Source: an optimization exercise on an open RTL-to-GDS flow (aim: small area). Production flows keep margins and buffers that such runs may drop.
RTL that was checked went through simulation tests only; none was proved equivalent to the original.
The RTL of runs 5 and 6 was laid out without a check of its function.
Power is estimated from default activity; no workload was simulated.

[config.mk]
export PLATFORM = sky130hd
export DESIGN_NAME = xbar_bank
export DESIGN_NICKNAME = xbar_bank
export VERILOG_FILES = /design/flow/design.v
export SDC_FILE = /design/flow/constraint.sdc
export NUM_CORES = 4
export LEC_CHECK = 0
export CAP_MARGIN = 20
export CORE_MARGIN = 2
export CORE_UTILIZATION = 40
export GPL_TIMING_DRIVEN = 0
export SLEW_MARGIN = 20
[constraint.sdc]
create_clock -name core_clock -period 5.0 [get_ports {sclk}]
set_input_delay 1.0000 -clock core_clock [delete_from_list [all_inputs] [get_ports {sclk}]]
set_output_delay 1.0000 -clock core_clock [all_outputs]
set_load 0.01 [all_outputs]
[design.v]
package xbar_pkg;
  localparam int ADDR_BITS = 19;        
  localparam int POS_BITS  = 11;        
  localparam int WORD_BITS = 16;        
  localparam int PATTERN_WORDS  = 32;   
  localparam int INDEX_BITS     = 5;    
  localparam int BIT_COUNT_BITS = 9;    
  localparam int PATTERN_BITS   = PATTERN_WORDS * WORD_BITS;
  localparam logic [2:0] REGION_COMMAND = 3'd1;
  localparam logic [7:0] REG_ID     = 8'h09;
  localparam logic [7:0] REG_STATUS = 8'h0A;
  localparam logic [WORD_BITS-1:0] ID_VALUE = 16'h7ba2;
endpackage
import xbar_pkg::*;
module xbar_regs
(
  input  logic                      sclk,
  input  logic                      reset,
  input  logic [INDEX_BITS-1:0]     phase,        
  input  logic                      parity,       
  input  logic [PATTERN_WORDS-1:0]  slot_hit,     
  input  logic [WORD_BITS-1:0]      ring_data,    
  input  logic                      wsel,         
  input  logic                      csel,         
  input  logic [INDEX_BITS-1:0]     windex,       
  input  logic [WORD_BITS-1:0]      data,
  input  logic                      busy,         
  input  logic [INDEX_BITS-1:0]     target,       
  output logic                      start,        
  output logic [WORD_BITS-1:0]      next_word     
);
  logic [WORD_BITS-1:0] ring [PATTERN_WORDS];
  for (genvar s = 0; s < PATTERN_WORDS; s++) begin : g_slot
    logic we, keep;
    assign we   = reset || (wsel && slot_hit[s]);
    assign keep = reset || !(wsel && slot_hit[s]);
    always_ff @(posedge sclk) begin
      ring[s] <= ~((ring_data | {WORD_BITS{keep}}) &
                   (ring[(s + PATTERN_WORDS - 1) % PATTERN_WORDS] | {WORD_BITS{we}}));
    end
  end
  logic at_port;    
  logic snoop;      
  assign at_port = ((target + phase) == '0);
  assign snoop   = wsel && (windex == target);
  always_ff @(posedge sclk) begin
    if (reset) begin
      next_word <= '0;
    end else if (snoop) begin
      next_word <= data;
    end else if (at_port) begin
      next_word <= ring[0] ^ {WORD_BITS{parity}};
    end
  end
  always_ff @(posedge sclk) begin
    if (reset) begin
      start <= 1'b0;
    end else begin
      if (csel) begin
        start <= (data != '0);
      end
      if (busy) begin
        start <= 1'b0;   
      end
    end
  end
endmodule
import xbar_pkg::*;
module xbar_shifter
(
  input  logic                  sclk,
  input  logic                  reset,
  input  logic                  start,       
  input  logic [WORD_BITS-1:0]  next_word,   
  output logic                  busy,
  output logic [INDEX_BITS-1:0] target,      
  output logic                  xbar_clock,
  output logic                  pclk,
  output logic                  sin
);
  logic                      fetch;
  logic [BIT_COUNT_BITS-1:0] bit_count;
  logic [WORD_BITS-1:0]      shift_reg;
  logic                      word_done;
  logic                      last_bit;
  assign word_done = &bit_count[3:0];
  assign last_bit  = &bit_count;
  assign target = (busy && pclk) ? bit_count[BIT_COUNT_BITS-1 -: INDEX_BITS] + 1'b1 : '0;
  always_ff @(posedge sclk) begin
    if (reset) begin
      busy       <= 1'b0;
      fetch      <= 1'b0;
      xbar_clock <= 1'b0;
      pclk       <= 1'b1;
    end else begin
      busy       <= busy ? pclk : start;
      fetch      <= (!busy && start) || (xbar_clock && word_done && !last_bit);
      xbar_clock <= busy && pclk && !fetch && !xbar_clock;
      pclk       <= !(xbar_clock && last_bit);
    end
  end
  always_ff @(posedge sclk) begin
    if (reset) begin
      bit_count <= '0;
    end else if (xbar_clock) begin
      bit_count <= bit_count + 1'b1;   
    end
  end
  always_ff @(posedge sclk) begin
    if (reset) begin
      shift_reg <= '0;   
    end else if (fetch) begin
      shift_reg <= next_word;
    end else if (xbar_clock) begin
      shift_reg <= {shift_reg[WORD_BITS-2:0], 1'b0};
    end
  end
  assign sin = shift_reg[WORD_BITS-1];   
endmodule
import xbar_pkg::*;
module xbar_bank
#(
  parameter int NUM_CHANNELS   = 2,   
  parameter int FIRST_POSITION = 0    
) (
  input  logic                    sclk,
  input  logic                    reset,
  input  logic                    enable,
  input  logic                    re,
  input  logic                    wr,
  input  logic [ADDR_BITS-1:0]    addr,
  input  logic [WORD_BITS-1:0]    data,
  output logic [WORD_BITS-1:0]    data_out,
  output logic [NUM_CHANNELS-1:0] xbar_clock,
  output logic [NUM_CHANNELS-1:0] pclk,
  output logic [NUM_CHANNELS-1:0] sin
);
  logic [NUM_CHANNELS-1:0] cs;
  logic [NUM_CHANNELS-1:0] start;
  logic [NUM_CHANNELS-1:0] busy;
  logic [WORD_BITS-1:0]    next_word [NUM_CHANNELS];
  logic [INDEX_BITS-1:0]   target    [NUM_CHANNELS];
  logic is_cmd;
  assign is_cmd = (addr[7:5] == REGION_COMMAND);
  logic [INDEX_BITS-1:0]    phase;
  logic [INDEX_BITS-1:0]    wslot;
  logic [PATTERN_WORDS-1:0] slot_hit;
  logic [WORD_BITS-1:0]     ring_data;
  always_ff @(posedge sclk) begin
    if (reset) begin
      phase <= '0;
    end else begin
      phase <= phase + 1'b1;
    end
  end
  assign wslot = addr[INDEX_BITS-1:0] + phase + 1'b1;
  always_comb begin
    for (int s = 0; s < PATTERN_WORDS; s++) begin
      slot_hit[s] = (wslot == INDEX_BITS'(s));
    end
  end
  assign ring_data = data ^ {WORD_BITS{phase[0]}};
  for (genvar g = 0; g < NUM_CHANNELS; g++) begin : g_chan
    assign cs[g] = enable && (addr[ADDR_BITS-1 -: POS_BITS] == POS_BITS'(FIRST_POSITION + g));
    xbar_regs u_regs (
      .sclk     (sclk),
      .reset    (reset),
      .phase    (phase),
      .parity   (phase[0]),
      .slot_hit (slot_hit),
      .ring_data(ring_data),
      .wsel     (cs[g] && wr && !is_cmd),
      .csel     (cs[g] && wr && is_cmd),
      .windex   (addr[INDEX_BITS-1:0]),
      .data     (data),
      .busy     (busy[g]),
      .target   (target[g]),
      .start    (start[g]),
      .next_word(next_word[g])
    );
    xbar_shifter u_shifter (
      .sclk      (sclk),
      .reset     (reset),
      .start     (start[g]),
      .next_word (next_word[g]),
      .busy      (busy[g]),
      .target    (target[g]),
      .xbar_clock(xbar_clock[g]),
      .pclk      (pclk[g]),
      .sin       (sin[g])
    );
  end
  logic       rd_id;
  logic [1:0] rd_status;
  logic       rd_owner;
  logic       rd_hit;
  logic       rd_chan;
  assign rd_hit  = re && (|cs);
  assign rd_chan = cs[1];
  always_ff @(posedge sclk) begin
    if (reset || !rd_hit) begin
      rd_id     <= 1'b0;
      rd_status <= '0;
    end else if (addr[7:0] == REG_STATUS) begin
      rd_id     <= 1'b0;
      rd_status <= {start[rd_chan], busy[rd_chan]};
    end else if (addr[7:0] == REG_ID) begin
      rd_id     <= 1'b1;
      rd_status <= '0;
    end else if (rd_owner != rd_chan) begin
      rd_id     <= 1'b0;
      rd_status <= '0;
    end
  end
  always_ff @(posedge sclk) begin
    rd_owner <= rd_chan;
  end
  assign data_out = ({WORD_BITS{rd_id}} & ID_VALUE) | {{(WORD_BITS - 2){1'b0}}, rd_status};
endmodule
[run.sh]
#!/bin/bash
# synth_recipe.tcl (not shown) runs the flow's synth.tcl, then flattens the netlist and writes it again
# the make line also repeats each setting of config.mk as NAME=value (left out here)
make -C /OpenROAD-flow-scripts/flow DESIGN_CONFIG=/design/flow/config.mk WORK_HOME=/design/flow/orfs CLKGATE_MAP_FILE= SYNTH_SCRIPT=/design/flow/synth_recipe.tcl finish
==> notes.md, run 1 <==
register area share after synthesis = 0.633
CP endpoint kind = flip-flop
Comb power frac = 0.075
Reg2Reg Setup Slack = 0.14 ns
share of the synthesized area in the top cell type = 0.633
dpl hpwl = 74.2 mm
final setup vio count = 0
CTS H-tree lvls = 3
Worst Hold End = g_chan[0].u_regs.ring[7][7]
crit share post-route = 0.973
Syn Area/Cell = 11.4 µm²
Clock Tree Root = clkbuf_16
Yosys reg bits = 1125
most common cell after layout, fill and taps aside = dfxtp_1
IO Count = 62
post-route cell area = 41500 µm²
Leakage Power = 0.0155 µW
total iterations of the first detailed-routing run = 6
Worst Path Arrival = 5.37 ns
final-report hold violation count = 0
Worst-Margin Slew = 1.29 ns
Post-Place Cell Area = 37700 µm²
R2R cell count = 12
CP required = 5.50 ns
IO Port Bufs = 53
Post-synth EDFFs = 0
initial antenna violation count = 2
Vias = 25700
vias in the first global route = 24500
Core Footprint = 88200 µm²
Internal Dissipation = 15100 µW
Initial Utilization = 0.403
post-layout minimum cycle time = 4.86 ns
Vias/cell = 5.63
fmax = 206 MHz
Placed Instances = 4363
total track usage = 0.222
worst clock skew = 0.0233 ns
area growth from synthesis to layout = 16.6%
Mapped Cells = 3136
largest area contributor in the netlist = dfxtp_1
Worst setup SP type = flip-flop
peak fanout along the critical path = 10
fin. max-slew vios = 0
most frequent cells in the layout = dfxtp_1, o22ai_1, clkbuf_1
Synth cell types = 65
HP Start = g_chan[0].u_regs.ring[6][7]
post-route ant nets = 0
RSZ-0062 raised after global routing = false
RePlAce Congestion = 0.905
Psw = 4650 µW
status = timing/DRC/antenna clean
total grt overflow = 0
Largest register FFs = 1024
yosys warns = 6
drt total wl = 104 mm
Setup CP Type = reg -> reg
first-pass GRT wire length = 155 mm
CTS Hold Buffers Added = 0
layout cells sized above 1 = 0.130
clock slew seen by the registers of the worst setup and hold paths = 0.06 ns
# diodes = 0
worst r2r src = phase[0]
Max-Cap Viols = 0
hold slack = 0.381 ns
drc violations = 0
hold path depth = 1
Synth Flop Type = dfxtp_1
Rel. slew slack = 0.132
dominant cells by area after synthesis = dfxtp_1, o22ai_1, mux2i_1
async set-reset flop share out of synthesis = 0
pwr dens = 477 nW/µm²
pin count of the biggest net entering global routing = 16
CP Cell Sequence = clkbuf_2, clkbuf_2, buf_2, inv_1, ha_1, fa_1, xor2_2, clkbuf_1, nand4_1, clkbuf_1, clkbuf_1, o22ai_1
sequential share of power = 0.496
DIE HEIGHT = 302 µm
Clock Latency Late Sink = 0.67 ns
CTS tree = yes
Clock Tree Buf Depth = 3
Sink Count = 1125
First DRT Iteration DRCs = 2027
Largest stage delay, worst path = 0.71 ns
Final #Nets = 3369
DR WL/cell = 22.8 µm
row count = 109
die area = 91400 µm²
Filler cells = 8016
Slowest-stage cell, CP = clkbuf_1
Layout Cells excl Fill = 4559
clock power share = 0.429
FF-to-FF End = g_chan[1].u_regs.ring[9][15]
synthesized area = 35600 µm²
Hold WC Path Type = reg -> reg
most frequent CP cell = clkbuf_1
total CTS buffers = 107
crit path buf inv count = 7
CP top delay family = buffers and inverters
Die W = 302 µm
Sw Share = 0.235
Peak VDD IR = 258 µV
==> cell usage after synthesis, types with 4 or more instances <==
| master | n |
|---|---|
| a21oi_1 | 45 |
| nand3b_1 | 8 |
| ha_1 | 19 |
| a211oi_1 | 8 |
| inv_1 | 12 |
| a21o_1 | 25 |
| buf_1 | 13 |
| nand3_1 | 9 |
| mux2i_1 | 70 |
| or3_1 | 4 |
| o211ai_1 | 6 |
| o21bai_4 | 20 |
| nand2_4 | 10 |
| nor4_1 | 15 |
| o21bai_2 | 12 |
| nor3_2 | 4 |
| nand2_2 | 22 |
| a211o_1 | 4 |
| dfxtp_1 | 1125 |
| nand2_1 | 46 |
| xnor2_1 | 29 |
| buf_4 | 55 |
| buf_2 | 62 |
| clkbuf_1 | 174 |
| o21ai_0 | 8 |
| nor2b_1 | 6 |
| o22ai_1 | 1024 |
| and3_1 | 10 |
| nand2b_1 | 5 |
| xor2_1 | 54 |
| o21a_1 | 5 |
| buf_6 | 21 |
| o2bb2ai_1 | 34 |
| nor3_1 | 7 |
| nor2_1 | 98 |
| a21o_2 | 10 |
| nand4_1 | 13 |
==> logic make-up after synthesis <==
| logic type | after synthesis | share of synthesized area |
|---|---|---|
| flops | 1125 | 0.633 |
| buf+inv | 338 | 0.0485 |
| compound gates | 1214 | 0.226 |
| mux | 72 | 0.0203 |
| simple gates | 281 | 0.0437 |
| xor+xnor | 83 | 0.0204 |
| fa+ha+maj | 22 | 0.00837 |
| other cells | 1 | 0.000105 |
==> timing repair <==
action,in CTS,in global routing
setup buffers,0,0
pin swaps,0,0
gates resized for setup,9,10
endpoints found under the setup margin,972,368
==> through the flow <==
stage | TNS [ns] | worst slack [ns] | utilization | total power (µW)
floorplan | 0 | 1.02 | - | 10800
global placement | -94.38 | -0.442 | 0.426 | 11400
detailed placement | -261.58 | -0.635 | 0.428 | 11400
CTS | 0 | 0.00956 | 0.470 | 19800
global route | 0 | 0.0155 | 0.471 | 20400
finish | 0 | 0.137 | 0.471 | 19800
==> cell type report <==
cell class	instances	area, µm²	share of cell area
plain buffers	326	1700	0.0408
clock buffers	159	3220	0.0774
clock inverters	37	527	0.0127
inverters	12	45.0	0.00108
multi-input cells	1678	11500	0.276
flip-flops and latches	1125	22500	0.542
well taps	1165	1460	0.0351
repair buffers	57	579	0.0140
==> power by group through the flow <==
stage	Clock, µW	Sequential [µW]	Combinational (µW)
2_1_floorplan	0	9910	925
3_3_place_gp	0	10000	1400
6_report	8500	9820	1480
4_1_cts	8580	9810	1450
3_5_place_dp	0	10000	1440
5_1_grt	8970	9860	1570
==> worst max-delay path by stage <==
stage	from	to	slack, ns	cells past startpoint
2_1_floorplan	phase[0]	g_chan[0].u_regs.ring[26][10]	1.02	14
3_3_place_gp	addr[1]	g_chan[0].u_regs.ring[16][4]	-0.44	9
3_5_place_dp	phase[0]	g_chan[1].u_regs.ring[23][14]	-0.64	12
4_1_cts	phase[0]	g_chan[1].u_regs.ring[5][6]	0.01	12
5_1_grt	phase[0]	g_chan[1].u_regs.ring[19][14]	0.02	12
6_report	phase[0]	g_chan[1].u_regs.ring[9][15]	0.14	12
==> metal layers <==
metal  GRT usage  up-vias  wire [µm]
met5           0        -          0
met4      0.0963        0       4360
met3      0.0419      218       6940
met2       0.349      779      46400
met1       0.299    12500      46100
li1            -    12200          -
==> inputs of run 2 (changes only) <==
--- a/config.mk
+++ b/config.mk
@@ -8,5 +8,6 @@
 export CAP_MARGIN = 20
 export CORE_MARGIN = 2
 export CORE_UTILIZATION = 40
-export GPL_TIMING_DRIVEN = 0
+export CTS_CLUSTER_DIAMETER = 80
+export CTS_CLUSTER_SIZE = 20
 export SLEW_MARGIN = 20
==> run 2 against run 1 <==
  * Wire length shrank 10%
  * Critical path type is now in -> reg
  * Largest cell class unchanged
  * Clock skew is 0.00098 ns lower
  * Worst hold slack better by 0.011 ns
  * First-iteration DRC count decreased by 7.0%
  * Synthesized cell count did not move
  * Still clean
==> notes.md, run 2 <==
initial antenna violation count = 0 (-2)
most frequent cells in the layout = dfxtp_1, o22ai_1, buf_4
Clock Tree Buf Depth = 3 (unchanged)
crit share post-route = 0.833 (-0.140)
CTS H-tree lvls = 3 (unchanged)
layout cells sized above 1 = 0.0944 (-0.0353)
Placed Instances = 4143 (-5.0%)
Yosys reg bits = 1125 (unchanged)
Leakage Power = 0.0142 µW (-8.7%)
post-layout minimum cycle time = 4.16 ns (-0.698 ns)
Worst-Margin Slew = 1.23 ns (-0.0652 ns)
register area share after synthesis = 0.633 (unchanged)
Filler cells = 8113 (+1.2%)
clock slew seen by the registers of the worst setup and hold paths = 0.08 ns (+0.02 ns)
final setup vio count = 0 (unchanged)
Setup Buffers After CTS = 0 (unchanged)
DR WL/cell = 22.0 µm (-3.1%)
# diodes = 0 (unchanged)
pwr dens = 425 nW/µm² (-11%)
TNS Setup = 0 ns (unchanged)
yosys warns = 6 (unchanged)
IO Port Bufs = 55 (+3.8%)
dpl hpwl = 59.8 mm (-19%)
Mapped Cells = 3136 (unchanged)
total grt overflow = 0 (unchanged)
Post-synth EDFFs = 0 (unchanged)
total CTS buffers = 66 (-38%)
hold slack = 0.392 ns (+0.0110 ns)
synthesized area = 35600 µm² (unchanged)
Die W = 302 µm (unchanged)
total track usage = 0.201 (-0.0214)
DIE HEIGHT = 302 µm (unchanged)
Setup CP Type = in -> reg
count leader, synth = dfxtp_1
Core Footprint = 88200 µm² (unchanged)
CP endpoint kind = flip-flop
Initial Utilization = 0.403 (unchanged)
Sink Count = 1125 (unchanged)
drt total wl = 92.9 mm (-10%)
pin count of the biggest net entering global routing = 67 (+51)
row count = 109 (unchanged)
CTS Hold Buffers Added = 0 (unchanged)
fin. max-slew vios = 0 (unchanged)
Clock Tree Root = clkbuf_16
total iterations of the first detailed-routing run = 5 (-1)
top cells by count, synth = dfxtp_1, o22ai_1, clkbuf_1
Hold WC Path Type = reg -> reg
status = timing/DRC/antenna clean
Vias/cell = 5.71 (+1.4%)
worst clock skew = 0.0224 ns (-0.000981 ns)
RePlAce Congestion = 0.854 (-5.7%)
CTS tree = yes
first-pass GRT wire length = 145 mm (-6.3%)
Vias = 24100 (-6.2%)
CP required = 5.54 ns (+0.04 ns)
Synth Flop Type = dfxtp_1
dominant cells by area after synthesis = dfxtp_1, o22ai_1, mux2i_1
most common cell after layout, fill and taps aside = dfxtp_1
peak fanout along the critical path = 16 (+6)
area growth from synthesis to layout = 8.71%
Clock Latency Late Sink = 0.63 ns (-0.04 ns)
drc violations = 0 (unchanged)
share of the synthesized area in the top cell type = 0.633 (unchanged)
post-CTS sizing = 0 (-9)
Rel. slew slack = 0.176 (+0.0438)
vias in the first global route = 23300 (-4.9%)
final-report hold violation count = 0 (unchanged)
Worst setup SP type = input pin
Worst Path Arrival = 4.70 ns (-0.67 ns)
async set-reset flop share out of synthesis = 0 (unchanged)
largest area contributor in the netlist = dfxtp_1
Final #Nets = 3108 (-7.7%)
Syn Area/Cell = 11.4 µm² (unchanged)
Layout Cells excl Fill = 4217 (-7.5%)
Max-Cap Viols = 0 (unchanged)
Peak VDD IR = 220 µV (-15%)
IO Count = 62 (unchanged)
die area = 91400 µm² (unchanged)
First DRT Iteration DRCs = 1886 (-7.0%)
fmax = 240 MHz (+17%)
Largest register FFs = 1024 (unchanged)
Synth cell types = 65 (unchanged)
RSZ-0062 raised after global routing = false
post-route ant nets = 0 (unchanged)
run 2: per-layer routing:
layer	part of all wire	global-route usage	vias up
met5	0	0	-
met4	0.029	0.0651	0
met3	0.050	0.0278	151
met2	0.43	0.304	654
met1	0.49	0.295	11700
li1	-	-	11600
run 2: worst max-delay path, stage by stage:
cell,delay (ns)
clkdlybuf4s50_1,0.63
inv_1,0.20
ha_1,0.27
fa_1,0.49
nor2b_1,0.19
o21a_1,0.17
nor3_2,0.10
nor3_4,0.66
buf_4,0.31
nand2_1,0.34
o22ai_1,0.33
run 2: area by class of cell:
class	count	area, µm²	share of cell area
timing repair buffer	163	1470	0.0380
clock inverter	4	36.3	0.000938
inverter	12	45.0	0.00116
multi-input combinational	1678	11400	0.295
tap	1165	1460	0.0377
clock buffer	70	1730	0.0447
sequential	1125	22500	0.582
run 2: path summary, 6_finish.rpt:
| path | from | to | slack [ns] | cells after the start |
|---|---|---|---|---|
| max reg2reg | phase[1] | g_chan[1].u_regs.ring[19][13] | 1.56 | 7 |
| max | addr[0] | g_chan[1].u_regs.ring[15][5] | 0.84 | 11 |
| min reg2reg | g_chan[1].u_regs.ring[12][7] | g_chan[1].u_regs.ring[13][7] | 0.39 | 1 |
| min | g_chan[1].u_regs.ring[12][7] | g_chan[1].u_regs.ring[13][7] | 0.39 | 1 |
run 2: kinds of logic after synthesis:
group,share of synthesized area
AO/OA/AOI/OAI,0.226
XOR/XNOR,0.0204
adder cells (fa/ha/maj),0.00837
buffers and inverters,0.0485
flip-flops,0.633
multiplexers,0.0203
other,0.000105
AND/OR/NAND/NOR,0.0437
run 2: power by group:
group	internal (µW)	leakage (µW)	switching [µW]
Clock	2480	0.000867	2850
Combinational	478	0.00388	862
Sequential	9570	0.00941	225
Total	12500	0.0142	3940
run 2: stage by stage:
step	setup slack (ns)	utilization	instance area, µm²	power, µW
floorplan	1.02	-	35600	10800
global placement	0.0730	0.418	36900	11300
detailed placement	-0.0484	0.418	36900	11300
CTS	0.619	0.438	38700	16500
global route	0.626	0.439	38700	17100
finish	0.836	0.439	38700	16500
==> inputs of run 3 (changes only) <==
--- a/config.mk
+++ b/config.mk
@@ -8,6 +8,6 @@
 export CAP_MARGIN = 20
 export CORE_MARGIN = 2
 export CORE_UTILIZATION = 40
-export CTS_CLUSTER_DIAMETER = 80
-export CTS_CLUSTER_SIZE = 20
+export CTS_CLUSTER_DIAMETER = 100
+export CTS_CLUSTER_SIZE = 25
 export SLEW_MARGIN = 20
==> run 3 against run 2 <==
  * Still clean on timing, DRC and antenna
  * Synthesized cell count unchanged
  * Combinational power is essentially flat
  * Sequential share of layout area increased by 0.72 points
  * Worst hold slack improved by 0.0046 ns
  * Sequential power barely moved
  * Maximum frequency decreased by 1.5%
  * Flip-flop and latch count did not move
  * Worst setup slack worse by 0.063 ns
  * Non-clock buffer count unchanged
  * Synthesized area unchanged
  * Global-route usage is 0.17 points lower
  * Wire length decreased by 0.54%
  * Critical endpoint unchanged
==> notes.md, run 3 <==
status = timing/DRC/antenna clean
crit share post-route = 0.846 (+0.0127)
final setup vio count = 0 (unchanged)
Initial Utilization = 0.403 (unchanged)
most common cell after layout, fill and taps aside = dfxtp_1
drc violations = 0 (unchanged)
initial antenna violation count = 0 (unchanged)
dominant cells by area after synthesis = dfxtp_1, o22ai_1, mux2i_1
hold slack = 0.397 ns (+0.00456 ns)
final core utilization = 0.433 (-0.00537)
Setup Buffers After CTS = 0 (unchanged)
synthesized area = 35600 µm² (unchanged)
Clock Tree Buf Depth = 3 (unchanged)
async set-reset flop share out of synthesis = 0 (unchanged)
DR WL/cell = 22.0 µm (about the same)
CTS H-tree lvls = 2 (-1)
drt total wl = 92.4 mm (-0.54%)
total CTS buffers = 50 (-24%)
share of the synthesized area in the top cell type = 0.633 (unchanged)
dpl hpwl = 59.8 mm (unchanged)
fmax = 237 MHz (-1.5%)
CP endpoint kind = flip-flop
clock slew seen by the registers of the worst setup and hold paths = 0.10 ns (+0.02 ns)
Filler cells = 8163 (+0.62%)
IO Port Bufs = 55 (unchanged)
Synth cell types = 65 (unchanged)
RSZ-0062 raised after global routing = false
total iterations of the first detailed-routing run = 6 (+1)
worst clock skew = 0.0252 ns (+0.00286 ns)
total track usage = 0.199 (-0.00167)
Hold WC Path Type = reg -> reg
die area = 91400 µm² (unchanged)
First DRT Iteration DRCs = 1820 (-3.5%)
final-report hold violation count = 0 (unchanged)
Peak VDD IR = 305 µV (+39%)
total grt overflow = 0 (unchanged)
largest area contributor in the netlist = dfxtp_1
Final #Nets = 3092 (-0.51%)
Mapped Cells = 3136 (unchanged)
area growth from synthesis to layout = 7.38%
Clock Latency Late Sink = 0.64 ns (about the same)
Sink Count = 1125 (unchanged)
Setup CP Type = in -> reg
IO Count = 62 (unchanged)
pre-CTS setup slack = -0.0484 ns (unchanged)
row count = 109 (unchanged)
yosys warns = 6 (unchanged)
footprint of the multi-input gates = 11400 µm² (about the same)
Yosys reg bits = 1125 (unchanged)
Synth Flop Type = dfxtp_1
post-route ant nets = 0 (unchanged)
Syn Area/Cell = 11.4 µm² (unchanged)
Post-synth EDFFs = 0 (unchanged)
peak fanout along the critical path = 16 (unchanged)
Largest register FFs = 1024 (unchanged)
FF+latch area = 22500 µm² (unchanged)
Vias = 23900 (-0.53%)
Layout Cells excl Fill = 4195 (-0.52%)
CTS Hold Buffers Added = 0 (unchanged)
Worst Path Arrival = 4.77 ns (+0.07 ns)
CP required = 5.54 ns (about the same)
top cells by count, synth = dfxtp_1, o22ai_1, clkbuf_1
Rel. slew slack = 0.199 (+0.0231)
hold path depth = 1 (unchanged)
most frequent cells in the layout = dfxtp_1, o22ai_1, buf_4
pwr dens = 410 nW/µm² (-3.7%)
Worst setup SP type = input pin
fin. max-slew vios = 0 (unchanged)
first-pass GRT wire length = 144 mm (-0.46%)
layout cells sized above 1 = 0.0884 (-0.00592)
PnR worst setup slack = 0.772 ns (-0.0633 ns)
post-layout minimum cycle time = 4.23 ns (+0.0633 ns)
pin count of the biggest net entering global routing = 67 (unchanged)
Core Footprint = 88200 µm² (unchanged)
vias in the first global route = 23100 (-1.2%)
count leader, synth = dfxtp_1
Vias/cell = 5.71 (about the same)
Max-Cap Viols = 0 (unchanged)
RePlAce Congestion = 0.854 (unchanged)
Worst-Margin Slew = 1.19 ns (-0.0345 ns)
Placed Instances = 4143 (unchanged)
CTS tree = yes
DIE HEIGHT = 302 µm (unchanged)
R2R cell count = 9 (+2)
Die W = 302 µm (unchanged)
register area share after synthesis = 0.633 (unchanged)
Leakage Power = 0.0139 µW (-1.6%)
# diodes = 0 (unchanged)
Clock Tree Root = clkbuf_16
post-CTS sizing = 0 (unchanged)
-- run 3: logic make-up after synthesis --
group	count (synthesis)	synth area share
AND/OR/NAND/NOR	281	0.0437
multiplexers	72	0.0203
flip-flops	1125	0.633
XOR/XNOR	83	0.0204
buffers and inverters	338	0.0485
AO/OA/AOI/OAI	1214	0.226
adder cells (fa/ha/maj)	22	0.00837
other	1	0.000105
-- run 3: layer usage --
metal / up-vias / global-route usage / part of all wire
met1: 11600 / 0.295 / 0.49
li1: 11500 / - / -
met4: 0 / 0.0526 / 0.025
met5: - / 0 / 0
met3: 132 / 0.0271 / 0.054
met2: 645 / 0.303 / 0.43
-- run 3: path summary, 6_finish.rpt --
check	to	startpoint	slack [ns]
worst max-delay path	g_chan[1].u_regs.ring[15][5]	addr[0]	0.77
worst min-delay path	g_chan[0].u_regs.ring[2][9]	g_chan[0].u_regs.ring[1][9]	0.40
worst max register to register	g_chan[1].u_regs.ring[15][5]	phase[1]	1.54
worst min register to register	g_chan[0].u_regs.ring[2][9]	g_chan[0].u_regs.ring[1][9]	0.40
-- run 3: per-stage QoR --
step	instance area, µm²	TNS (ns)	total power, µW
floorplan	35600	0	10800
global placement	36900	0	11300
detailed placement	36900	-0.482	11300
CTS	38200	0	15700
global route	38200	0	16200
finish	38200	0	15700
-- run 3: worst max-delay path: stages --
cell and delay, ns:
clkdlybuf4s50_1 0.66, inv_1 0.21, ha_1 0.27, fa_1 0.49
nor2b_1 0.19, o21a_1 0.17, nor3_2 0.10, nor3_4 0.66
buf_4 0.31, nand2_1 0.35, o22ai_1 0.33
-- run 3: area by class of cell --
class,count,area share
flip-flops and latches,1125,0.589
multi-input cells,1678,0.299
repair buffers,163,0.0385
well taps,1165,0.0381
clock buffers,51,0.0334
inverters,12,0.00118
clock inverters,1,0.000229
-- run 3: report_power, final --
part	internal (µW)	switching [µW]	leakage, µW
Sequential	9580	224	0.00941
Clock	1830	2680	0.000633
Combinational	479	863	0.00389
Total	11900	3770	0.0139
==> inputs of run 4 (changes only) <==
--- a/config.mk
+++ b/config.mk
@@ -8,6 +8,4 @@
 export CAP_MARGIN = 20
 export CORE_MARGIN = 2
 export CORE_UTILIZATION = 40
-export CTS_CLUSTER_DIAMETER = 100
-export CTS_CLUSTER_SIZE = 25
 export SLEW_MARGIN = 20
==> run 4 against run 3 <==
  * Still clean
  * Non-clock buffer count up 1
  * Critical path depth up 1
  * Via count is 2.6% higher
  * Design area rose by 6.2%
  * Synthesized cell count is the same
  * Maximum frequency rose by 1.6%
  * Sequential share of layout area shrank 3.5 points
  * Global-route usage rose by 0.34 points
  * Sequential power hardly changed
  * Clock power is 86% higher
  * Clock skew about the same
  * Utilization increased by 2.7 points
  * Largest cell class unchanged
==> notes.md, run 4 <==
status = timing/DRC/antenna clean
total iterations of the first detailed-routing run = 5 (-1)
# diodes = 0 (unchanged)
First DRT Iteration DRCs = 1793 (-1.5%)
PnR worst setup slack = 0.838 ns (+0.0652 ns)
Leakage Power = 0.0151 µW (+8.5%)
post-route cell area = 40600 µm² (+6.2%)
RePlAce Congestion = 0.854 (unchanged)
pwr dens = 482 nW/µm² (+18%)
crit path buf inv count = 4 (+1)
CP Cell Sequence = clkdlybuf4s50_1, inv_1, ha_1, fa_1, nor2b_1, o21a_1, nor3_2, nor3_4, buf_4, nand2_1, buf_4, o22ai_1
Post-Place Cell Area = 36900 µm² (unchanged)
CTS H-tree lvls = 3 (+1)
Core Footprint = 88200 µm² (unchanged)
Syn Area/Cell = 11.4 µm² (unchanged)
worst r2r src = phase[1]
RSZ-0062 raised after global routing = false
Hold WC Path Type = reg -> reg
dpl hpwl = 59.8 mm (unchanged)
Clock Latency Late Sink = 0.66 ns (+0.02 ns)
CP top delay family = buffers and inverters
Slowest-stage cell, CP = nor3_4
Tot Pwr = 19600 µW (+25%)
first-pass GRT wire length = 146 mm (+1.5%)
clock power share = 0.430 (+0.142)
pre-CTS setup slack = -0.0484 ns (unchanged)
synthesized area = 35600 µm² (unchanged)
Final #Nets = 3147 (+1.8%)
clock slew seen by the registers of the worst setup and hold paths = 0.06 ns (-0.04 ns)
R2R cell count = 10 (+1)
Sink Count = 1125 (unchanged)
Reg2Reg Setup Slack = 1.55 ns (about the same)
Synth cell types = 65 (unchanged)
Largest register FFs = 1024 (unchanged)
Worst setup SP type = input pin
Rel. slew slack = 0.188 (-0.0107)
CP required = 5.53 ns (about the same)
fmax = 240 MHz (+1.6%)
final core utilization = 0.460 (+0.0270)
async set-reset flop share out of synthesis = 0 (unchanged)
Crit path depth = 12 (+1)
Vias/cell = 5.67 (-0.68%)
Yosys reg bits = 1125 (unchanged)
top cells by count, synth = dfxtp_1, o22ai_1, clkbuf_1
Clock Tree Root = clkbuf_16
most common cell after layout, fill and taps aside = dfxtp_1
total track usage = 0.203 (+0.00341)
Sw Share = 0.230 (-0.0109)
Largest stage delay, worst path = 0.67 ns (about the same)
Worst-Margin Slew = 1.21 ns (+0.0159 ns)
total CTS buffers = 104 (+110%)
drc violations = 0 (unchanged)
share of the synthesized area in the top cell type = 0.633 (unchanged)
count leader, synth = dfxtp_1
Synth Flop Type = dfxtp_1
worst setup path start = addr[0]
post-CTS sizing = 0 (unchanged)
dominant cells by area after synthesis = dfxtp_1, o22ai_1, mux2i_1
largest area contributor in the netlist = dfxtp_1
DIE HEIGHT = 302 µm (unchanged)
Vias = 24600 (+2.6%)
peak fanout along the critical path = 16 (unchanged)
most frequent cells in the layout = dfxtp_1, o22ai_1, clkbuf_16
Comb power frac = 0.069 (-0.017)
CTS tree = yes
Clock Tree Buf Depth = 3 (unchanged)
IO Count = 62 (unchanged)
Die W = 302 µm (unchanged)
Mapped Cells = 3136 (unchanged)
most frequent CP cell = buf_4
Max-Cap Viols = 0 (unchanged)
FF-to-FF End = g_chan[1].u_regs.ring[15][7]
Peak VDD IR = 262 µV (-14%)
Setup CP Type = in -> reg
row count = 109 (unchanged)
yosys warns = 6 (unchanged)
Post-synth EDFFs = 0 (unchanged)
die area = 91400 µm² (unchanged)
layout cells sized above 1 = 0.124 (+0.0352)
CTS Hold Buffers Added = 0 (unchanged)
initial antenna violation count = 0 (unchanged)
Setup Buffers After CTS = 0 (unchanged)
total grt overflow = 0 (unchanged)
worst clock skew = 0.0251 ns (-0.000107 ns)
sequential share of power = 0.501 (-0.125)
worst setup path end = g_chan[1].u_regs.ring[15][7]
Internal Dissipation = 15100 µW (+27%)
vias in the first global route = 23700 (+3.0%)
fin. max-slew vios = 0 (unchanged)
crit share post-route = 0.832 (-0.0130)
post-layout minimum cycle time = 4.16 ns (-0.0652 ns)
Worst Path Arrival = 4.69 ns (-0.08 ns)
post-route ant nets = 0 (unchanged)
CP endpoint kind = flip-flop
IO Port Bufs = 55 (unchanged)
DR WL/cell = 21.7 µm (-1.6%)
Initial Utilization = 0.403 (unchanged)
register area share after synthesis = 0.633 (unchanged)
pin count of the biggest net entering global routing = 67 (unchanged)
final-report hold violation count = 0 (unchanged)
final setup vio count = 0 (unchanged)
area growth from synthesis to layout = 14.1%
drt total wl = 94.0 mm (+1.7%)
Psw = 4500 µW (+19%)
run 4: cell counts after synthesis:
Identical to the previous run, type by type.
run 4: cells by family after synthesis:
group / Yosys count / synth area share
fa+ha+maj: 22 / 0.00837
mux: 72 / 0.0203
compound gates: 1214 / 0.226
flops: 1125 / 0.633
buf+inv: 338 / 0.0485
other cells: 1 / 0.000105
xor+xnor: 83 / 0.0204
simple gates: 281 / 0.0437
run 4: layout make-up:
class                      instances  area [µm²]
tap                             1165        1460
multi-input combinational       1678       11400
clock inverter                    47         649
inverter                          12        45.0
fill                            7933       47600
sequential                      1125       22500
timing repair buffer             164        1480
clock buffer                     143        3020
run 4: layer usage:
layer / up-vias / track usage / share of wire
met5: - / 0 / 0
met4: 0 / 0.0661 / 0.025
met3: 155 / 0.0297 / 0.057
met2: 773 / 0.308 / 0.44
met1: 11900 / 0.295 / 0.48
li1: 11700 / - / -
run 4: stage by stage:
step | setup TNS (ns) | instances | hold WS [ns]
floorplan | 0 | 3141 | 0.388
global placement | 0 | 4143 | 0.389
detailed placement | -0.482 | 4143 | 0.394
CTS | 0 | 4333 | 0.398
global route | 0 | 4334 | 0.406
finish | 0 | 4334 | 0.390
run 4: power by group through the flow:
stage	clock (µW)	combinational, µW	sequential, µW
floorplan	0	925	9910
global placement	0	1300	10000
detailed placement	0	1320	9990
CTS	8500	1330	9800
global route	8870	1450	9850
finish	8410	1350	9810
run 4: worst min path at each step:
stage	start	slack [ns]	cells past startpoint	end
2_1_floorplan	g_chan[0].u_regs.ring[9][0]	0.39	1	g_chan[0].u_regs.ring[10][0]
3_3_place_gp	g_chan[0].u_regs.ring[1][12]	0.39	1	g_chan[0].u_regs.ring[2][12]
3_5_place_dp	g_chan[1].u_regs.ring[12][7]	0.39	1	g_chan[1].u_regs.ring[13][7]
4_1_cts	g_chan[1].u_regs.ring[21][13]	0.40	1	g_chan[1].u_regs.ring[22][13]
5_1_grt	g_chan[1].u_regs.ring[28][8]	0.41	1	g_chan[1].u_regs.ring[29][8]
6_report	g_chan[1].u_regs.ring[13][7]	0.39	1	g_chan[1].u_regs.ring[14][7]
==> inputs of run 5 (changes only) <==
--- a/design.v
+++ b/design.v
@@ -16,7 +16,7 @@
 (
   input  logic                      sclk,
   input  logic                      reset,
-  input  logic [INDEX_BITS-1:0]     phase,        
+  input  logic [INDEX_BITS-1:0]     wphase,       
   input  logic                      parity,       
   input  logic [PATTERN_WORDS-1:0]  slot_hit,     
   input  logic [WORD_BITS-1:0]      ring_data,    
@@ -27,7 +27,8 @@
   input  logic                      busy,         
   input  logic [INDEX_BITS-1:0]     target,       
   output logic                      start,        
-  output logic [WORD_BITS-1:0]      next_word     
+  output logic [WORD_BITS-1:0]      next_word,    
+  output logic                      next_inv      
 );
   logic [WORD_BITS-1:0] ring [PATTERN_WORDS];
   for (genvar s = 0; s < PATTERN_WORDS; s++) begin : g_slot
@@ -41,15 +42,18 @@
   end
   logic at_port;    
   logic snoop;      
-  assign at_port = ((target + phase) == '0);
+  assign at_port = ((target + wphase) == INDEX_BITS'(1));
   assign snoop   = wsel && (windex == target);
   always_ff @(posedge sclk) begin
     if (reset) begin
       next_word <= '0;
+      next_inv  <= 1'b0;
     end else if (snoop) begin
       next_word <= data;
+      next_inv  <= 1'b0;
     end else if (at_port) begin
-      next_word <= ring[0] ^ {WORD_BITS{parity}};
+      next_word <= ring[0];
+      next_inv  <= parity;
     end
   end
   always_ff @(posedge sclk) begin
@@ -72,6 +76,7 @@
   input  logic                  reset,
   input  logic                  start,       
   input  logic [WORD_BITS-1:0]  next_word,   
+  input  logic                  next_inv,    
   output logic                  busy,
   output logic [INDEX_BITS-1:0] target,      
   output logic                  xbar_clock,
@@ -81,6 +86,7 @@
   logic                      fetch;
   logic [BIT_COUNT_BITS-1:0] bit_count;
   logic [WORD_BITS-1:0]      shift_reg;
+  logic                      shift_inv;    
   logic                      word_done;
   logic                      last_bit;
   assign word_done = &bit_count[3:0];
@@ -108,14 +114,16 @@
   end
   always_ff @(posedge sclk) begin
     if (reset) begin
-      shift_reg <= '0;   
+      shift_reg <= '0;
+      shift_inv <= 1'b0;
     end else if (fetch) begin
       shift_reg <= next_word;
+      shift_inv <= next_inv;
     end else if (xbar_clock) begin
       shift_reg <= {shift_reg[WORD_BITS-2:0], 1'b0};
     end
   end
-  assign sin = shift_reg[WORD_BITS-1];   
+  assign sin = busy && pclk && !fetch && (shift_reg[WORD_BITS-1] ^ shift_inv);
 endmodule
 import xbar_pkg::*;
 module xbar_bank
@@ -139,34 +147,37 @@
   logic [NUM_CHANNELS-1:0] start;
   logic [NUM_CHANNELS-1:0] busy;
   logic [WORD_BITS-1:0]    next_word [NUM_CHANNELS];
+  logic [NUM_CHANNELS-1:0] next_inv;
   logic [INDEX_BITS-1:0]   target    [NUM_CHANNELS];
   logic is_cmd;
   assign is_cmd = (addr[7:5] == REGION_COMMAND);
-  logic [INDEX_BITS-1:0]    phase;
+  logic [INDEX_BITS-1:0]    wphase;    
+  logic                     parity;    
   logic [INDEX_BITS-1:0]    wslot;
   logic [PATTERN_WORDS-1:0] slot_hit;
   logic [WORD_BITS-1:0]     ring_data;
   always_ff @(posedge sclk) begin
     if (reset) begin
-      phase <= '0;
+      wphase <= INDEX_BITS'(1);
     end else begin
-      phase <= phase + 1'b1;
-    end
-  end
-  assign wslot = addr[INDEX_BITS-1:0] + phase + 1'b1;
+      wphase <= wphase + 1'b1;
+    end
+  end
+  assign wslot  = addr[INDEX_BITS-1:0] + wphase;
+  assign parity = !wphase[0];
   always_comb begin
     for (int s = 0; s < PATTERN_WORDS; s++) begin
       slot_hit[s] = (wslot == INDEX_BITS'(s));
     end
   end
-  assign ring_data = data ^ {WORD_BITS{phase[0]}};
+  assign ring_data = data ^ {WORD_BITS{parity}};
   for (genvar g = 0; g < NUM_CHANNELS; g++) begin : g_chan
     assign cs[g] = enable && (addr[ADDR_BITS-1 -: POS_BITS] == POS_BITS'(FIRST_POSITION + g));
     xbar_regs u_regs (
       .sclk     (sclk),
       .reset    (reset),
-      .phase    (phase),
-      .parity   (phase[0]),
+      .wphase   (wphase),
+      .parity   (parity),
       .slot_hit (slot_hit),
       .ring_data(ring_data),
       .wsel     (cs[g] && wr && !is_cmd),
@@ -176,13 +187,15 @@
       .busy     (busy[g]),
       .target   (target[g]),
       .start    (start[g]),
-      .next_word(next_word[g])
+      .next_word(next_word[g]),
+      .next_inv (next_inv[g])
     );
     xbar_shifter u_shifter (
       .sclk      (sclk),
       .reset     (reset),
       .start     (start[g]),
       .next_word (next_word[g]),
+      .next_inv  (next_inv[g]),
       .busy      (busy[g]),
       .target    (target[g]),
       .xbar_clock(xbar_clock[g]),
--- a/config.mk
+++ b/config.mk
@@ -5,7 +5,9 @@
 export SDC_FILE = /design/flow/constraint.sdc
 export NUM_CORES = 4
 export LEC_CHECK = 0
-export CAP_MARGIN = 20
+export CAP_MARGIN = 0
 export CORE_MARGIN = 2
 export CORE_UTILIZATION = 40
-export SLEW_MARGIN = 20
+export CTS_CLUSTER_DIAMETER = 100
+export CTS_CLUSTER_SIZE = 25
+export SLEW_MARGIN = 0
==> run 5 against run 4 <==
  * Critical path depth is 3 lower
  * Sequential power increased by 0.5%
  * Register-to-register slack worse by 0.27 ns
  * Still clean
  * First-iteration DRC count up 24%
  * Flip-flop and latch count is 4 higher
  * Clock-buffer cell count down 90
  * Clock power shrank 45%
==> notes.md, run 5 <==
status = timing/DRC/antenna clean
largest area contributor in the netlist = dfxtp_1
Clock Tree Buf Depth = 3 (unchanged)
Filler cells = 8252 (+4.0%)
drt total wl = 105 mm (+12%)
FF+latch area = 22600 µm² (+0.35%)
CP required = 5.49 ns (-0.04 ns)
pin count of the biggest net entering global routing = 69 (+3.0%)
Vias/cell = 5.86 (+3.5%)
RSZ-0062 raised after global routing = false
crit share post-route = 0.852 (+0.0199)
initial antenna violation count = 0 (unchanged)
CP endpoint kind = flip-flop
total iterations of the first detailed-routing run = 5 (unchanged)
final setup vio count = 0 (unchanged)
fmax = 235 MHz (-2.3%)
Clock Latency Late Sink = 0.64 ns (-0.02 ns)
Sink Count = 1129 (+0.36%)
CTS H-tree lvls = 2 (-1)
Core Footprint = 87000 µm² (-1.4%)
Die W = 301 µm (-0.58%)
Hold WC Path Type = reg -> reg
IO Count = 62 (unchanged)
Max-Cap Viols = 0 (unchanged)
total grt overflow = 0 (unchanged)
share of the synthesized area in the top cell type = 0.642 (+0.00979)
dominant cells by area after synthesis = dfxtp_1, o22ai_1, clkbuf_1
post-layout minimum cycle time = 4.26 ns (+0.0997 ns)
Leakage Power = 0.0139 µW (-8.3%)
peak fanout along the critical path = 16 (unchanged)
RePlAce Congestion = 0.888 (+4.1%)
DIE HEIGHT = 301 µm (-0.58%)
total track usage = 0.225 (+0.0227)
die area = 90300 µm² (-1.2%)
Initial Utilization = 0.404 (+0.000830)
dpl hpwl = 65.9 mm (+10%)
total CTS buffers = 51 (-51%)
IO Port Bufs = 55 (unchanged)
CTS tree = yes
Vias = 25000 (+2.0%)
yosys warns = 6 (unchanged)
Tot Pwr = 16000 µW (-18%)
Clock Tree Root = clkbuf_16
most common cell after layout, fill and taps aside = dfxtp_1
pwr dens = 418 nW/µm² (-13%)
area growth from synthesis to layout = 9.13%
Peak VDD IR = 247 µV (-5.6%)
post-CTS sizing = 0 (unchanged)
First DRT Iteration DRCs = 2226 (+24%)
post-route ant nets = 0 (unchanged)
clock slew seen by the registers of the worst setup and hold paths = 0.09 ns (+0.03 ns)
register area share after synthesis = 0.642 (+0.00979)
worst clock skew = 0.0190 ns (-0.00607 ns)
DR WL/cell = 24.6 µm (+13%)
layout cells sized above 1 = 0.0911 (-0.0326)
Rel. slew slack = 0.220 (+0.0319)
most frequent cells in the layout = dfxtp_1, o22ai_1, buf_4
Yosys reg bits = 1129 (+0.36%)
drc violations = 0 (unchanged)
async set-reset flop share out of synthesis = 0 (unchanged)
Largest register FFs = 1024 (unchanged)
Synth Flop Type = dfxtp_1
Worst Path Arrival = 4.75 ns (+0.06 ns)
Final #Nets = 3174 (+0.86%)
Synth cell types = 56 (-14%)
Worst-Margin Slew = 1.16 ns (-0.0450 ns)
CTS Hold Buffers Added = 0 (unchanged)
Worst setup SP type = input pin
Syn Area/Cell = 11.0 µm² (-3.1%)
first-pass GRT wire length = 156 mm (+6.5%)
synthesized area = 35200 µm² (-1.2%)
count leader, synth = dfxtp_1
Setup CP Type = in -> reg
Mapped Cells = 3197 (+1.9%)
top cells by count, synth = dfxtp_1, o22ai_1, clkbuf_1
footprint of the multi-input gates = 11300 µm² (-1.3%)
TNS Setup = 0 ns (unchanged)
Post-synth EDFFs = 0 (unchanged)
fin. max-slew vios = 0 (unchanged)
final-report hold violation count = 0 (unchanged)
Setup Buffers After CTS = 0 (unchanged)
vias in the first global route = 24100 (+1.5%)
# diodes = 0 (unchanged)
row count = 108 (-0.92%)
[run 5: worst max-delay path, stage by stage]
cell,delay [ns]
clkdlybuf4s50_1,0.58
ha_1,0.32
fa_1,0.44
a21o_1,0.20
a21oi_2,0.18
xor2_1,0.65
nand2_2,0.49
o21bai_2,0.68
o22ai_1,0.19
[run 5: cell type report]
type | instances | area share
Timing Repair Buffer | 193 | 0.0433
Multi-Input combinational cell | 1727 | 0.294
Clock buffer | 53 | 0.0340
Sequential cell | 1129 | 0.589
Clock inverter | 4 | 0.00130
Tap cell | 1155 | 0.0376
Inverter | 10 | 0.000978
[run 5: power breakdown]
| part | internal, µW | switching [µW] |
|---|---|---|
| registers | 9600 | 254 |
| clock network | 1890 | 2740 |
| logic | 514 | 1040 |
| total | 12000 | 4030 |
[run 5: cell families after synthesis]
logic type,share of synthesized area
flip-flops,0.642
adder cells (fa/ha/maj),0.00847
multiplexers,0.0165
AO/OA/AOI/OAI,0.225
AND/OR/NAND/NOR,0.0467
other,0.000107
XOR/XNOR,0.0186
buffers and inverters,0.0425
[run 5: worst paths after layout]
| kind | startpoint | cells after the start | endpoint | slack, ns |
|---|---|---|---|---|
| max | addr[0] | 9 | g_chan[1].u_regs.ring[22][4] | 0.74 |
| min | g_chan[1].u_regs.ring[19][10] | 1 | g_chan[1].u_regs.ring[20][10] | 0.40 |
| max reg2reg | wphase[1] | 7 | g_chan[0].u_regs.ring[19][6] | 1.28 |
| min reg2reg | g_chan[1].u_regs.ring[19][10] | 1 | g_chan[1].u_regs.ring[20][10] | 0.40 |
[run 5: per-layer routing]
metal	up-vias	routed length (µm)	global-route usage	share of wire
li1	11700	-	-	-
met1	12300	47700	0.317	0.45
met2	862	47200	0.355	0.45
met3	158	6530	0.0327	0.062
met4	0	3490	0.0743	0.033
met5	-	0	0	0
[run 5: metrics by stage]
step,setup slack (ns),utilization,cells,instance area [µm²],hold slack (ns)
4_1_cts,0.786,0.441,4271,38400,0.396
6_report,0.738,0.441,4271,38400,0.399
3_5_place_dp,0.0949,0.426,4214,37000,0.394
3_3_place_gp,0.137,0.426,4214,37000,0.390
5_1_grt,0.456,0.441,4271,38400,0.398
2_1_floorplan,1.57,-,3202,35200,0.388
==> inputs of run 6 (changes only) <==
--- a/config.mk
+++ b/config.mk
@@ -5,9 +5,9 @@
 export SDC_FILE = /design/flow/constraint.sdc
 export NUM_CORES = 4
 export LEC_CHECK = 0
-export CAP_MARGIN = 0
+export CAP_MARGIN = 20
 export CORE_MARGIN = 2
 export CORE_UTILIZATION = 40
 export CTS_CLUSTER_DIAMETER = 100
 export CTS_CLUSTER_SIZE = 25
-export SLEW_MARGIN = 0
+export SLEW_MARGIN = 20
==> run 6 against run 5 <==
  * Flip-flop and latch count stayed put
  * Critical path depth unchanged
  * Wire length is essentially flat
  * Clock skew increased by 0.0027 ns
  * Still clean
  * Worst hold slack lost 0.0026 ns
  * Global-route usage is the same
  * Clock-buffer cell count unchanged
  * Highest routed layer unchanged
  * Via count is 0.16% lower
  * Sequential share of layout area is essentially flat
==> notes.md, run 6 <==
share of the synthesized area in the top cell type = 0.642 (unchanged)
total CTS buffers = 51 (unchanged)
Vias = 25000 (-0.16%)
Clock Tree Root = clkbuf_16
footprint of the multi-input gates = 11300 µm² (+0.20%)
RSZ-0062 raised after global routing = false
Comb power frac = 0.097 (about the same)
Yosys reg bits = 1129 (unchanged)
async set-reset flop share out of synthesis = 0 (unchanged)
# diodes = 0 (unchanged)
Largest register FFs = 1024 (unchanged)
post-route cell area = 38400 µm² (about the same)
clock slew seen by the registers of the worst setup and hold paths = 0.09 ns (about the same)
synthesized area = 35200 µm² (unchanged)
CP required = 5.49 ns (about the same)
hold slack = 0.396 ns (-0.00256 ns)
Rel. slew slack = 0.214 (-0.00636)
worst setup path start = addr[0]
First DRT Iteration DRCs = 2292 (+3.0%)
Synth Flop Type = dfxtp_1
most common cell after layout, fill and taps aside = dfxtp_1
row count = 108 (unchanged)
initial antenna violation count = 0 (unchanged)
fmax = 232 MHz (-1.3%)
Largest stage delay, worst path = 0.70 ns (+0.02 ns)
Leakage Power = 0.0139 µW (about the same)
Psw = 4030 µW (about the same)
Peak VDD IR = 246 µV (-0.37%)
RePlAce Congestion = 0.888 (unchanged)
pin count of the biggest net entering global routing = 69 (unchanged)
most frequent cells in the layout = dfxtp_1, o22ai_1, buf_4
FF+latch area = 22600 µm² (unchanged)
die area = 90300 µm² (unchanged)
CTS Hold Buffers Added = 0 (unchanged)
CP Cell Sequence = clkdlybuf4s50_1, ha_1, fa_1, a21o_1, a21oi_2, xor2_1, nand2_2, o21bai_2, o22ai_1
peak fanout along the critical path = 16 (unchanged)
worst setup path end = g_chan[1].u_regs.ring[22][10]
Vias/cell = 5.86 (-0.16%)
Sw Share = 0.251 (about the same)
TNS Setup = 0 ns (unchanged)
Synth cell types = 56 (unchanged)
post-layout minimum cycle time = 4.32 ns (+0.0566 ns)
CP top delay family = compound AO/OA/AOI/OAI gates
post-CTS sizing = 0 (unchanged)
Slowest-stage cell, CP = o21bai_2
top cells by count, synth = dfxtp_1, o22ai_1, clkbuf_1
IO Port Bufs = 55 (unchanged)
vias in the first global route = 24100 (unchanged)
Syn Area/Cell = 11.0 µm² (unchanged)
IO Count = 62 (unchanged)
drt total wl = 105 mm (about the same)
Post-Place Cell Area = 37000 µm² (unchanged)
Die W = 301 µm (unchanged)
Final #Nets = 3174 (unchanged)
Post-synth EDFFs = 0 (unchanged)
total track usage = 0.225 (unchanged)
Core Footprint = 87000 µm² (unchanged)
FF-to-FF End = g_chan[0].u_regs.ring[19][3]
R2R cell count = 7 (unchanged)
total grt overflow = 0 (unchanged)
sequential share of power = 0.615 (about the same)
final setup vio count = 0 (unchanged)
count leader, synth = dfxtp_1
post-route ant nets = 0 (unchanged)
Max-Cap Viols = 0 (unchanged)
GRT busiest layer = met2
met2 GRT Util = 0.355 (unchanged)
CTS H-tree lvls = 2 (unchanged)
Internal Dissipation = 12000 µW (about the same)
worst r2r src = wphase[1]
Clock Tree Buf Depth = 3 (unchanged)
Clock Latency Late Sink = 0.64 ns (about the same)
Mapped Cells = 3197 (unchanged)
Tot Pwr = 16000 µW (about the same)
Filler cells = 8250 (-0.024%)
largest area contributor in the netlist = dfxtp_1
status = timing/DRC/antenna clean
first-pass GRT wire length = 156 mm (unchanged)
yosys warns = 6 (unchanged)
Setup Buffers After CTS = 0 (unchanged)
worst clock skew = 0.0218 ns (+0.00272 ns)
layout cells sized above 1 = 0.0911 (unchanged)
M1 GR Usage = 0.317 (unchanged)
Sink Count = 1129 (unchanged)
Worst setup SP type = input pin
Hold WC Path Type = reg -> reg
Worst Path Arrival = 4.81 ns (+0.06 ns)
pwr dens = 417 nW/µm² (about the same)
DR WL/cell = 24.6 µm (about the same)
fin. max-slew vios = 0 (unchanged)
drc violations = 0 (unchanged)
Crit path depth = 9 (unchanged)
HP Start = g_chan[1].u_regs.ring[19][10]
total iterations of the first detailed-routing run = 6 (+1)
register area share after synthesis = 0.642 (unchanged)
Initial Utilization = 0.404 (unchanged)
Worst-Margin Slew = 1.17 ns (+0.00950 ns)
crit path buf inv count = 1 (unchanged)
final-report hold violation count = 0 (unchanged)
area growth from synthesis to layout = 9.19% (about the same)
dominant cells by area after synthesis = dfxtp_1, o22ai_1, clkbuf_1
Reg2Reg Setup Slack = 1.27 ns (about the same)
DIE HEIGHT = 301 µm (unchanged)
crit share post-route = 0.864 (+0.0113)
CTS tree = yes
met3 usage = 0.0327 (unchanged)
Setup CP Type = in -> reg
dpl hpwl = 65.9 mm (unchanged)
clock power share = 0.288 (about the same)
CP endpoint kind = flip-flop
run 6: changes by cell type in the layout (fill, tap and decap cells not counted):
cell	change
xnor2_2	-2
xnor2_4	+2
run 6: metrics by stage:
stage | utilization | instances | setup slack, ns
after floorplan | - | 3202 | 1.57
after global placement | 0.426 | 4214 | 0.137
after detailed placement | 0.426 | 4214 | 0.0949
after CTS | 0.441 | 4271 | 0.786
after global routing | 0.441 | 4271 | 0.456
final | 0.441 | 4271 | 0.681
run 6: layer usage:
metal / vias up / share of wire
met5: - / 0
met2: 864 / 0.45
met3: 161 / 0.062
met1: 12300 / 0.46
li1: 11700 / -
met4: 0 / 0.033
run 6: cells by family after synthesis:
| family | after synthesis | share of synthesized area |
|---|---|---|
| and+or+nand+nor | 363 | 0.0467 |
| AOI/OAI and AO/OA | 1205 | 0.225 |
| adders and majority gates | 22 | 0.00847 |
| buffers and inverters | 346 | 0.0425 |
| muxes | 58 | 0.0165 |
| DFF | 1129 | 0.642 |
| other | 1 | 0.000107 |
| xor gates and xnor gates | 73 | 0.0186 |
run 6: worst min path at each step:
stage / end / cells past startpoint
finish: g_chan[1].u_regs.ring[20][10] / 1
global route: g_chan[1].u_regs.ring[21][8] / 1
CTS: g_chan[1].u_regs.ring[20][10] / 1
detailed placement: g_chan[0].u_regs.ring[22][13] / 1
global placement: g_chan[0].u_regs.ring[2][12] / 1
floorplan: g_chan[0].u_regs.ring[10][0] / 1
run 6: power by group through the flow:
stage               Clock, µW  Sequential (µW)  Combinational, µW
CTS                      4690             9850               1520
global placement            0            10100               1490
floorplan                   0             9930                939
global route             5000             9900               1650
detailed placement          0            10000               1510
finish                   4630             9860               1550
run 6: worst register-to-register path: cells and delay by family, from the launching register on:
kind,cells,cell delay [ns]
compound gates,4,1.36
simple gates,1,0.94
flops,1,0.62
xor+xnor,1,0.31
fa+ha+maj,1,0.32
run 6: area by class of cell:
cell class | count | area share
flip-flops and latches | 1129 | 0.588
multi-input cells | 1727 | 0.294
repair buffers | 193 | 0.0433
clock inverters | 4 | 0.00130
inverters | 10 | 0.000977
clock buffers | 53 | 0.0340
well taps | 1155 | 0.0376
==> inputs of run 7 (changes only) <==
--- a/design.v
+++ b/design.v
@@ -25,10 +25,10 @@
   input  logic [INDEX_BITS-1:0]     windex,       
   input  logic [WORD_BITS-1:0]      data,
   input  logic                      busy,         
-  input  logic [INDEX_BITS-1:0]     target,       
+  input  logic [INDEX_BITS-1:0]     word_index,   
+  input  logic [WORD_BITS-1:0]      sent,         
   output logic                      start,        
-  output logic [WORD_BITS-1:0]      next_word,    
-  output logic                      next_inv      
+  output logic [WORD_BITS-1:0]      cur_word      
 );
   logic [WORD_BITS-1:0] ring [PATTERN_WORDS];
   for (genvar s = 0; s < PATTERN_WORDS; s++) begin : g_slot
@@ -40,20 +40,26 @@
                    (ring[(s + PATTERN_WORDS - 1) % PATTERN_WORDS] | {WORD_BITS{we}}));
     end
   end
-  logic at_port;    
-  logic snoop;      
-  assign at_port = ((target + wphase) == INDEX_BITS'(1));
-  assign snoop   = wsel && (windex == target);
-  always_ff @(posedge sclk) begin
-    if (reset) begin
-      next_word <= '0;
-      next_inv  <= 1'b0;
-    end else if (snoop) begin
-      next_word <= data;
-      next_inv  <= 1'b0;
-    end else if (at_port) begin
-      next_word <= ring[0];
-      next_inv  <= parity;
+  logic [INDEX_BITS-1:0] port_pos;   
+  logic                  at_this;    
+  logic                  at_next;    
+  logic                  snoop;      
+  logic [WORD_BITS-1:0]  port_word;
+  assign port_pos  = word_index + wphase;
+  assign at_this   = (port_pos == INDEX_BITS'(1));
+  assign at_next   = (port_pos == INDEX_BITS'(0));
+  assign snoop     = wsel && (windex == word_index);
+  assign port_word = ring[0] ^ {WORD_BITS{parity}};
+  for (genvar b = 0; b < WORD_BITS; b++) begin : g_bit
+    localparam int C = WORD_BITS - 1 - b;
+    always_ff @(posedge sclk) begin
+      if (reset) begin
+        cur_word[C] <= 1'b0;
+      end else if (snoop) begin
+        cur_word[C] <= data[C];
+      end else if (sent[b] ? at_next : at_this) begin
+        cur_word[C] <= port_word[C];
+      end
     end
   end
   always_ff @(posedge sclk) begin
@@ -74,24 +80,31 @@
 (
   input  logic                  sclk,
   input  logic                  reset,
-  input  logic                  start,       
-  input  logic [WORD_BITS-1:0]  next_word,   
-  input  logic                  next_inv,    
+  input  logic                  start,        
+  input  logic [WORD_BITS-1:0]  cur_word,     
   output logic                  busy,
-  output logic [INDEX_BITS-1:0] target,      
+  output logic [INDEX_BITS-1:0] word_index,   
+  output logic [WORD_BITS-1:0]  sent,         
   output logic                  xbar_clock,
   output logic                  pclk,
   output logic                  sin
 );
   logic                      fetch;
   logic [BIT_COUNT_BITS-1:0] bit_count;
-  logic [WORD_BITS-1:0]      shift_reg;
-  logic                      shift_inv;    
+  logic [3:0]                bit_pos;
   logic                      word_done;
   logic                      last_bit;
-  assign word_done = &bit_count[3:0];
-  assign last_bit  = &bit_count;
-  assign target = (busy && pclk) ? bit_count[BIT_COUNT_BITS-1 -: INDEX_BITS] + 1'b1 : '0;
+  logic                      presenting;   
+  assign bit_pos    = bit_count[3:0];
+  assign word_index = bit_count[BIT_COUNT_BITS-1 -: INDEX_BITS];
+  assign word_done  = &bit_pos;
+  assign last_bit   = &bit_count;
+  assign presenting = busy && pclk && !fetch;
+  always_comb begin
+    for (int b = 0; b < WORD_BITS; b++) begin
+      sent[b] = presenting && ((4'(b) < bit_pos) || ((4'(b) == bit_pos) && xbar_clock));
+    end
+  end
   always_ff @(posedge sclk) begin
     if (reset) begin
       busy       <= 1'b0;
@@ -112,18 +125,7 @@
       bit_count <= bit_count + 1'b1;   
     end
   end
-  always_ff @(posedge sclk) begin
-    if (reset) begin
-      shift_reg <= '0;
-      shift_inv <= 1'b0;
-    end else if (fetch) begin
-      shift_reg <= next_word;
-      shift_inv <= next_inv;
-    end else if (xbar_clock) begin
-      shift_reg <= {shift_reg[WORD_BITS-2:0], 1'b0};
-    end
-  end
-  assign sin = busy && pclk && !fetch && (shift_reg[WORD_BITS-1] ^ shift_inv);
+  assign sin = presenting && cur_word[~bit_pos];
 endmodule
 import xbar_pkg::*;
 module xbar_bank
@@ -146,9 +148,9 @@
   logic [NUM_CHANNELS-1:0] cs;
   logic [NUM_CHANNELS-1:0] start;
   logic [NUM_CHANNELS-1:0] busy;
-  logic [WORD_BITS-1:0]    next_word [NUM_CHANNELS];
-  logic [NUM_CHANNELS-1:0] next_inv;
-  logic [INDEX_BITS-1:0]   target    [NUM_CHANNELS];
+  logic [WORD_BITS-1:0]    cur_word   [NUM_CHANNELS];
+  logic [WORD_BITS-1:0]    sent       [NUM_CHANNELS];
+  logic [INDEX_BITS-1:0]   word_index [NUM_CHANNELS];
   logic is_cmd;
   assign is_cmd = (addr[7:5] == REGION_COMMAND);
   logic [INDEX_BITS-1:0]    wphase;    
@@ -185,19 +187,19 @@
       .windex   (addr[INDEX_BITS-1:0]),
       .data     (data),
       .busy     (busy[g]),
-      .target   (target[g]),
+      .word_index(word_index[g]),
+      .sent     (sent[g]),
       .start    (start[g]),
-      .next_word(next_word[g]),
-      .next_inv (next_inv[g])
+      .cur_word (cur_word[g])
     );
     xbar_shifter u_shifter (
       .sclk      (sclk),
       .reset     (reset),
       .start     (start[g]),
-      .next_word (next_word[g]),
-      .next_inv  (next_inv[g]),
+      .cur_word  (cur_word[g]),
       .busy      (busy[g]),
-      .target    (target[g]),
+      .word_index(word_index[g]),
+      .sent      (sent[g]),
       .xbar_clock(xbar_clock[g]),
       .pclk      (pclk[g]),
       .sin       (sin[g])
--- a/config.mk
+++ b/config.mk
@@ -7,7 +7,7 @@
 export LEC_CHECK = 0
 export CAP_MARGIN = 20
 export CORE_MARGIN = 2
-export CORE_UTILIZATION = 40
+export CORE_UTILIZATION = 55
 export CTS_CLUSTER_DIAMETER = 100
 export CTS_CLUSTER_SIZE = 25
 export SLEW_MARGIN = 20
==> run 7 against run 6 <==
  * Die area down 28%
  * Worst hold slack got worse by 0.0029 ns
  * Sequential power shrank 2.8%
  * Global-route usage is 8.3 points higher
  * Synthesized cell count decreased by 2.3%
  * Clock skew increased by 0.0047 ns
  * Worst setup slack improved by 0.25 ns
  * Flip-flop and latch count decreased by 36
  * Still clean
  * Register-to-register slack worse by 0.05 ns
  * Combinational power is 9.7% higher
  * Clock-buffer cell count down 3
  * Critical path depth is 5 lower
==> notes.md, run 7 <==
status = timing/DRC/antenna clean
post-route ant nets = 0 (unchanged)
Setup Buffers After CTS = 0 (unchanged)
CP required = 4.00 ns (-1.49 ns)
Slowest-stage cell, CP = dfxtp_1
synthesized area = 34800 µm² (-1.1%)
total CTS buffers = 49 (-3.9%)
Clock Tree Buf Depth = 3 (unchanged)
Largest register FFs = 1024 (unchanged)
CP endpoint kind = output port
most common cell after layout, fill and taps aside = dfxtp_1
area growth from synthesis to layout = 8.04%
initial antenna violation count = 1 (+1)
Sink Count = 1093 (-3.2%)
Filler cells = 5229 (-37%)
Mapped Cells = 3122 (-2.3%)
Hold WC Path Type = reg -> reg
Worst-Margin Slew = 1.23 ns (+0.0585 ns)
share of the synthesized area in the top cell type = 0.629 (-0.0133)
row count = 92 (-15%)
DR WL/cell = 26.7 µm (+8.6%)
IO Port Bufs = 55 (unchanged)
count leader, synth = dfxtp_1
Peak VDD IR = 345 µV (+40%)
First DRT Iteration DRCs = 2553 (+11%)
Leakage Power = 0.0136 µW (-1.7%)
Comb power frac = 0.108 (+0.011)
pwr dens = 419 nW/µm² (+0.46%)
pin count of the biggest net entering global routing = 69 (unchanged)
final-report hold violation count = 0 (unchanged)
sequential share of power = 0.608 (-0.007)
worst clock skew = 0.0264 ns (+0.00466 ns)
DIE HEIGHT = 255 µm (-15%)
Max-Cap Viols = 0 (unchanged)
Internal Dissipation = 11800 µW (-2.1%)
dominant cells by area after synthesis = dfxtp_1, o22ai_1, clkbuf_1
first-pass GRT wire length = 154 mm (-0.96%)
Vias = 25200 (+0.64%)
layout cells sized above 1 = 0.102 (+0.0108)
total grt overflow = 0 (unchanged)
fmax = 246 MHz (+6.1%)
Tot Pwr = 15800 µW (-1.7%)
top cells by count, synth = dfxtp_1, o22ai_1, clkbuf_1
peak fanout along the critical path = 11 (-5)
IO Count = 62 (unchanged)
Worst setup SP type = flip-flop
post-CTS sizing = 0 (unchanged)
# diodes = 0 (unchanged)
Psw = 4010 µW (-0.64%)
## run 7: stage by stage
stage,hold slack (ns),cells,setup WS (ns),instance area [µm²]
2_1_floorplan,0.388,3127,1.54,34800
3_3_place_gp,0.390,3851,0.491,36200
3_5_place_dp,0.394,3851,0.463,36200
4_1_cts,0.399,3906,0.884,37500
5_1_grt,0.407,3906,0.821,37600
6_report,0.393,3906,0.931,37600
## run 7: power groups by stage
| stage | Sequential, µW | Combinational (µW) | Clock [µW] |
|---|---|---|---|
| 2_1_floorplan | 9650 | 1050 | 0 |
| 3_3_place_gp | 9760 | 1610 | 0 |
| 3_5_place_dp | 9760 | 1640 | 0 |
| 4_1_cts | 9570 | 1650 | 4530 |
| 5_1_grt | 9620 | 1780 | 4840 |
| 6_report | 9580 | 1700 | 4490 |
## run 7: final timing paths
path | startpoint | endpoint | slack (ns) | cells after the start
max | g_chan[1].u_shifter.bit_count[0] | sin[1] | 0.93 | 4
min | g_chan[1].u_regs.ring[5][5] | g_chan[1].u_regs.ring[6][5] | 0.39 | 1
max reg2reg | wphase[0] | g_chan[1].u_regs.ring[17][9] | 1.22 | 4
min reg2reg | g_chan[1].u_regs.ring[5][5] | g_chan[1].u_regs.ring[6][5] | 0.39 | 1
## run 7: final cells by class
class                   instances  area, µm²  area share
clock inverters                 5       72.6     0.00193
inverters                       7       26.3    0.000699
clock buffers                  50       1230      0.0327
flip-flops and latches       1093      21900       0.582
well taps                     846       1060      0.0282
multi-input cells            1696      11600       0.308
repair buffers                209       1730      0.0460
## run 7: kinds of logic after synthesis
| family | Yosys count | synth area share |
|---|---|---|
| AO/OA/AOI/OAI | 1204 | 0.231 |
| XOR/XNOR | 128 | 0.0322 |
| adder cells (fa/ha/maj) | 24 | 0.00928 |
| buffers and inverters | 338 | 0.0446 |
| flip-flops | 1093 | 0.629 |
| multiplexers | 33 | 0.0131 |
| other | 1 | 0.000108 |
| AND/OR/NAND/NOR | 301 | 0.0407 |
## run 7: critical path: cells and delay by family, from the launching register on
kind / cells / cell delay [ns]
multiplexers: 2 / 1.06
AND/OR/NAND/NOR: 1 / 0.14
flip-flops: 1 / 0.71
buffers and inverters: 1 / 0.50
## run 7: metal layers
layer / GRT usage / up-vias / routed length (µm)
met3: 0.0630 / 191 / 8060
met4: 0.103 / 4 / 3560
li1: - / 11500 / -
met5: 0.00877 / - / 92
met1: 0.434 / 12500 / 46100
met2: 0.473 / 986 / 46400
